Context: an optimization exercise on an open-source flow, tuned for small area, a short achievable clock period and few clock cycles per item. The choices shown serve that exercise and are no tape-out recipe. In this exercise RTL edits were held to simulation tests only and were not proved equivalent to the original. Power figures rest on the tool's default switching activity, not on a simulated workload.

juniper:
==> flow/design.v <==
module mobius_inv_seq #(
   parameter int N      = 512,
   parameter int log2_N = 9,
   parameter int PRE    = 7
) (
   input  logic         clk,
   input  logic         rst_n,
   input  logic         start,
   input  logic [0:N-1] inputs,
   output logic         busy,
   output logic         done,
   output logic [0:N-1] outputs
);
   logic [0:N-1] lv [0:log2_N];
   logic [0:N-1] mid_q;
   logic         done_q;
   logic         accept;
   assign lv[0] = inputs;
   for (genvar s = 0; s < log2_N; s++) begin : g_lvl
      localparam int D = 1 << s;
      logic [0:N-1]   v;
      logic [0:N-1]   w;
      logic [0:N/2-1] hi;
      logic [0:N/2-1] lo;
      logic [0:N/2-1] x;
      if (s == PRE) begin : g_reg
         assign v = mid_q;
      end else begin : g_comb
         assign v = lv[s];
      end
      always_comb begin
         for (int k = 0; k < N / 2; k++) begin
            hi[k] = v[((k >> s) << (s + 1)) + D + (k & (D - 1))];
            lo[k] = v[((k >> s) << (s + 1)) + (k & (D - 1))];
         end
      end
      mobius_xor_vec #(.W(N / 2)) u_x (.a(hi), .b(lo), .y(x));
      always_comb begin
         w = v;
         for (int k = 0; k < N / 2; k++)
            w[((k >> s) << (s + 1)) + D + (k & (D - 1))] = x[k];
      end
      assign lv[s+1] = w;
   end
   assign accept = start & ~done_q;
   always_ff @(posedge clk or negedge rst_n) begin
      if (!rst_n) done_q <= 1'b0;
      else        done_q <= accept;
   end
   always_ff @(posedge clk) begin
      if (accept) mid_q <= lv[PRE];
   end
   assign busy    = 1'b0;
   assign done    = done_q;
   assign outputs = (PRE == log2_N) ? mid_q : lv[log2_N];
endmodule
module mobius_xor_vec #(
   parameter int W = 256
) (
   input  logic [0:W-1] a,
   input  logic [0:W-1] b,
   output logic [0:W-1] y
);
   assign y = a ^ b;
endmodule
clock: 4.0 ns
lec_check: 0
cap_margin: 20
core_margin: 2
core_utilization: 58
setup_slack_margin: 1.25
slew_margin: 20
synth_hierarchical: 1
synth_minimum_keep_size: 0
standard.sh (not shown) runs the stock make flow with config.mk's settings and CLKGATE_MAP_FILE= SYNTH_SCRIPT=/design/flow/synth_recipe.tcl, a recipe that flattens the netlist after the stock synthesis.
==> flow/flow/run.sh <==
#!/bin/bash
# The standard layout, except that:
# - the port buffers are the smallest plain buffer (buf_1) instead of the
#   delay buffer buffer_ports picks by default;
# - pins may sit one routing track apart, so that the 1029 ports fit on the
#   edge of a die sized by the cells rather than by the pin count.
set -euo pipefail
export BUFFER_PORTS_ARGS="-buffer_cell sky130_fd_sc_hd__buf_1"
export PLACE_PINS_ARGS="-min_distance 1 -min_distance_in_tracks"
bash standard.sh > standard.log 2>&1
juniper: full flow OK, the timing, design-rule and antenna checks passed
Testbench counts of juniper, summed over its fixed seeds: cycles 3,200, items 1,600.
The following lists how lagoon was set up differently from juniper:
diff --git a/flow/design.v b/flow/design.v
--- a/flow/design.v
+++ b/flow/design.v
@@ -28,18 +28,13 @@
       end else begin : g_comb
          assign v = lv[s];
       end
-      always_comb begin
-         for (int k = 0; k < N / 2; k++) begin
-            hi[k] = v[((k >> s) << (s + 1)) + D + (k & (D - 1))];
-            lo[k] = v[((k >> s) << (s + 1)) + (k & (D - 1))];
-         end
+      for (genvar b = 0; b < N / (2 * D); b++) begin : g_blk
+         assign hi[b*D +: D]         = v[(2*b+1)*D +: D];
+         assign lo[b*D +: D]         = v[(2*b)*D +: D];
+         assign w[(2*b)*D +: D]      = v[(2*b)*D +: D];
+         assign w[(2*b+1)*D +: D]    = x[b*D +: D];
       end
       mobius_xor_vec #(.W(N / 2)) u_x (.a(hi), .b(lo), .y(x));
-      always_comb begin
-         w = v;
-         for (int k = 0; k < N / 2; k++)
-            w[((k >> s) << (s + 1)) + D + (k & (D - 1))] = x[k];
-      end
       assign lv[s+1] = w;
    end
    assign accept = start & ~done_q;
[summary]
lagoon went all the way through synthesis, placement and routing and the layout is clean on timing, DRC and antenna. In summary, juniper completed successfully, with a layout that passed the timing, design-rule and antenna checks. Placed instance area came out exactly the same in juniper and lagoon. Diff lagoon..juniper | number of distinct library cells after synthesis | unchanged. Die footprint came out exactly the same in juniper and lagoon. As far as smallest setup slack after layout goes, lagoon and juniper are indistinguishable; the numbers are identical. lagoon against juniper: design area roughly the same, number of cells in the design after placement closely matched the old numbers, timing-limited maximum frequency closely matched the old numbers, layout overhead on the synthesized area saw little to no change. Largest clock skew in the final design came out exactly the same in juniper and lagoon. juniper → lagoon: met3 track demand over resource now sits at about the same level; critical path depth now sits at about the same level; total length of routed met2 wires now sits at about the same level. From juniper to lagoon, number of levels in the clock H-tree did not move at all. Combinational power of lagoon is on par with juniper.
Testbench counts of lagoon, summed over its fixed seeds: cycles 3,200, items 1,600.

what the ideal ports hide:
Ports are ideal in the flow. The routed layouts listed here were re-timed in OpenROAD.
Step 1: set_driving_cell puts a clkbuf_16 on clk and a buf_2 on each other input, an assumption about the parent block.
Step 2 adds t to the input delays and takes it off the output delays; t is the mean of the earliest and latest rising clock arrival at the registers after step 1. Input paths then give back, and output paths get back, about the clock's delay inside the block.
Three values: ideal, step 1, step 2; two values: the first two.
run | shift t [ns] | setup slack, ns | worst setup path at the end | slew at the worst register clock pin (ns)
juniper | 0.706 | 1.128 / 1.116 / 0.461 | input to register | 0.07 / 0.07
lagoon | 0.706 | 1.128 / 1.116 / 0.461 | input to register | 0.07 / 0.07
After both steps setup and hold are still met in every run listed.
